Background: an optimization exercise with open tools, aiming at small area, a short achievable clock period and few clock cycles per item. Do not read the settings as production practice.
The RTL was checked by simulation tests, not by an equivalence proof against the original design.

Setup of quartz:
Design iir_df1_biquad_axis, start of the top module:
module iir_df1_biquad_axis
#(
    parameter int unsigned coeff_width  = 16,
    parameter int unsigned inout_width  = 16,
    parameter int unsigned scale_factor = 14,
    parameter int          a1_int_coeff = -31880,
    parameter int          a2_int_coeff = 15531,
    parameter int          bo_int_coeff = 167,
    parameter int          b1_int_coeff = -302,
    parameter int          b2_int_coeff = 167
) (
    input  logic                          clk,
    input  logic                          rst,
    input  logic                          s_axis_tvalid,
    input  logic signed [inout_width-1:0] s_axis_tdata,
    output logic                          m_axis_tready,
    output logic signed [inout_width-1:0] m_axis_tdata,
    output logic                          m_axis_tvalid
);
Size: ~1500 cells after synthesis, roughly 130 flip-flops, about 37 I/O pins.
Settings: LEC_CHECK=0, ABC_AREA=1, CAP_MARGIN=20, CORE_MARGIN=2, CORE_UTILIZATION=40, SETUP_SLACK_MARGIN=2.2, SLEW_MARGIN=20; clock period 7.0 ns.
run.sh (not shown) runs the stock make flow with config.mk's settings and CLKGATE_MAP_FILE= SYNTH_SCRIPT=/design/flow/synth_recipe.tcl, a recipe that flattens the netlist after the stock synthesis.
Testbench counts of quartz, summed over its fixed seeds: cycles 24,024, items 24,000.
Edits applied to the flow inputs when going from quartz to xenon:
# quartz
export LEC_CHECK = 0
export ABC_AREA = 1
export CAP_MARGIN = 20
export CORE_MARGIN = 2
export CORE_UTILIZATION = 40
export SETUP_SLACK_MARGIN = 2.2
export SLEW_MARGIN = 20
create_clock -name core_clock -period 7.0 [get_ports {clk}]
# xenon
export LEC_CHECK = 0
export ABC_AREA = 1
export CAP_MARGIN = 20
export CORE_MARGIN = 2
export CORE_UTILIZATION = 40
export SETUP_SLACK_MARGIN = 3.3
export SLEW_MARGIN = 20
create_clock -name core_clock -period 7.0 [get_ports {clk}]
## What came out
Row worst hold slack: xenon higher / quartz lower
Reported for quartz and xenon, count of distinct cell types in the synthesized netlist turned out identical to the last digit.
Final critical path time including I/O delays and setup in xenon is 0.49 ns lower than in quartz
From quartz to xenon the numbers moved as follows: largest stage delay on the critical path shows a reduction of 0.05 ns.
Sequential share of layout area for xenon: 0.67 points down relative to quartz
### xenon -> amber
# xenon
export LEC_CHECK = 0
export ABC_AREA = 1
export CAP_MARGIN = 20
export CORE_MARGIN = 2
export CORE_UTILIZATION = 40
export SETUP_SLACK_MARGIN = 3.3
export SLEW_MARGIN = 20
create_clock -name core_clock -period 7.0 [get_ports {clk}]
# amber
export LEC_CHECK = 0
export CAP_MARGIN = 20
export CORE_MARGIN = 2
export CORE_UTILIZATION = 40
export SLEW_MARGIN = 20
create_clock -name core_clock -period 7.0 [get_ports {clk}]
- Compared with xenon, amber improves first-iteration DRC count.
- Upper clock frequency limit: amber vs xenon down 26%
- Relative to xenon, amber degrades normalized max-slew margin.
- The area after synthesis of amber was superior to that of xenon.
- amber ends up with a basic-gate share of the synthesized area counting and, or, nand and nor cells that is 4.4 points lower than in xenon.
- Pre-CTS setup slack: amber < xenon
- Compared with xenon, amber shows non-clock buffer count that has gone down by more than a quarter.
- Per the comparison of amber with xenon, worst-case setup margin in the final layout has decreased; worst hold margin saw an increase; routed wire length lower.
### amber -> fjord
# amber
export LEC_CHECK = 0
export CAP_MARGIN = 20
export CORE_MARGIN = 2
export CORE_UTILIZATION = 40
export SLEW_MARGIN = 20
create_clock -name core_clock -period 7.0 [get_ports {clk}]
# fjord
export LEC_CHECK = 0
export ABC_AREA = 1
export CAP_MARGIN = 20
export CORE_MARGIN = 2
export CORE_UTILIZATION = 40
export SETUP_SLACK_MARGIN = 2.8
export SLEW_MARGIN = 20
create_clock -name core_clock -period 7.0 [get_ports {clk}]
Notes after the runs:
On fjord: final core utilization is 1.2 points higher than what amber gave. Total of plain and repair buffers excluding clock buffers of fjord exceeds that of amber by more than 10%. amber was smaller in final cell area than fjord. The higher adder-cell area share of the yosys netlist came out of amber. fjord against amber: die area climbed about 4.5%, compound-gate portion of the synthesized area dropped 0.69 points. In the flow results for fjord and amber, the number of global-route vias before repair is larger on fjord. The higher minimum period implied by the final worst setup slack came out of amber.

iir_df1_biquad_axis, a different RTL version from the one above (not shown whole).
Size: ~130 flip-flops, about 37 I/O pins, roughly 0.012 mm² of cells after synthesis.
Settings: LEC_CHECK=0, ABC_AREA=1, CAP_MARGIN=20, CORE_MARGIN=2, CORE_UTILIZATION=40, SETUP_SLACK_MARGIN=3.2, SLEW_MARGIN=20, SYNTH_HIERARCHICAL=1, SYNTH_MINIMUM_KEEP_SIZE=0; clock period 7.0 ns.
Testbench counts at the start, summed over its fixed seeds: cycles 24,024, items 24,000.
Next try:
CORE_UTILIZATION = 55   (was 40)
PLACE_DENSITY = 0.75   (was default)
SETUP_SLACK_MARGIN = 3.0   (was 3.2)
Result: Design area decreases by 5.3%; hold slack is about the same; global-route usage increases by 5.9 points; core utilization is higher by 14 points; count of clock-buffer cells in the layout goes up by 3; setup slack gets worse by 0.054 ns.

iir_df1_biquad_axis, a different RTL version from the one above (not shown whole).
Size: about 130 flip-flops, roughly 37 I/O pins, roughly 12,000 sq um of cells after synthesis.
## iir_df1_biquad_axis
module iir_df1_biquad_axis
#(
    parameter int unsigned coeff_width  = 16,
    parameter int unsigned inout_width  = 16,
    parameter int unsigned scale_factor = 14,
    parameter int          a1_int_coeff = -31880,
    parameter int          a2_int_coeff = 15531,
    parameter int          bo_int_coeff = 167,
    parameter int          b1_int_coeff = -302,
    parameter int          b2_int_coeff = 167
) (
    input  logic                          clk,
    input  logic                          rst,
    input  logic                          s_axis_tvalid,
    input  logic signed [inout_width-1:0] s_axis_tdata,
    output logic                          m_axis_tready,
    output logic signed [inout_width-1:0] m_axis_tdata,
    output logic                          m_axis_tvalid
);
export LEC_CHECK = 0
export ABC_AREA = 1
export CAP_MARGIN = 20
export CORE_MARGIN = 2
export CORE_UTILIZATION = 40
export SETUP_SLACK_MARGIN = 3.2
export SLEW_MARGIN = 20
export SYNTH_HIERARCHICAL = 1
export SYNTH_MINIMUM_KEEP_SIZE = 0
create_clock -name core_clock -period 7.0 [get_ports {clk}]
The first run ran to the end with no violations.
Testbench counts at the start, summed over its fixed seeds: cycles 24,024, items 24,000.
Edit:
CTS_BUF_LIST = sky130_fd_sc_hd__clkbuf_4 sky130_fd_sc_hd__clkbuf_8   (was unset)
The new run completed without violations.
Synthesized area stays the same.
Cell area shrinks by 0.91%.
Die area does not change.
Worst setup slack gets worse by 0.043 ns.
Wire length is about the same.
Core utilization is lower by 0.42 points.

[static timing again, ports no longer ideal]
How much do the figures lean on ideal ports? The routed layouts below were timed once more, with nothing changed but the port constraints. Step 1, drivers: a clkbuf_16 drives clk and a buf_2 each remaining input, both assumed. Step 2 adds t to the input delays and takes it off the output delays; t is the mean of the earliest and latest rising clock arrival at the registers after step 1. Input paths then give back, and output paths get back, about the clock's delay inside the block. Slacks: no drivers / after step 1 / after step 2; pairs: no drivers / after step 1.
| run | shift t [ns] | setup slack, ns | clock arrival spread, ns | slew at the worst register clock pin (ns) | cell pins on the clock port's net |
|---|---|---|---|---|---|
| quartz | 0.472 | 2.673 / 2.673 / 2.673 | 0.014 / 0.014 | 0.07 / 0.07 | 1 |
| xenon | 0.468 | 3.164 / 3.164 / 2.980 | 0.012 / 0.012 | 0.06 / 0.06 | 1 |
| amber | 0.469 | 1.797 / 1.797 / 1.797 | 0.016 / 0.016 | 0.07 / 0.07 | 1 |
| fjord | 0.471 | 2.959 / 2.959 / 2.734 | 0.015 / 0.015 | 0.07 / 0.07 | 1 |
| the first run of note 2 | 0.463 | 3.231 / 3.231 / 2.940 | 0.014 / 0.014 | 0.06 / 0.06 | 1 |
| the second run of note 2 | 0.464 | 3.177 / 3.177 / 2.779 | 0.012 / 0.012 | 0.06 / 0.06 | 1 |
| the first run of note 3 | 0.472 | 3.377 / 3.377 / 3.079 | 0.015 / 0.015 | 0.07 / 0.07 | 1 |
| the second run of note 3 | 0.492 | 3.333 / 3.333 / 3.053 | 0.021 / 0.020 | 0.10 / 0.10 | 1 |
After both steps setup and hold are still met in every run listed. The setup slack of the second run of note 2, which loses most, moves by 0.000 ns with the drivers and by -0.398 ns with both steps.
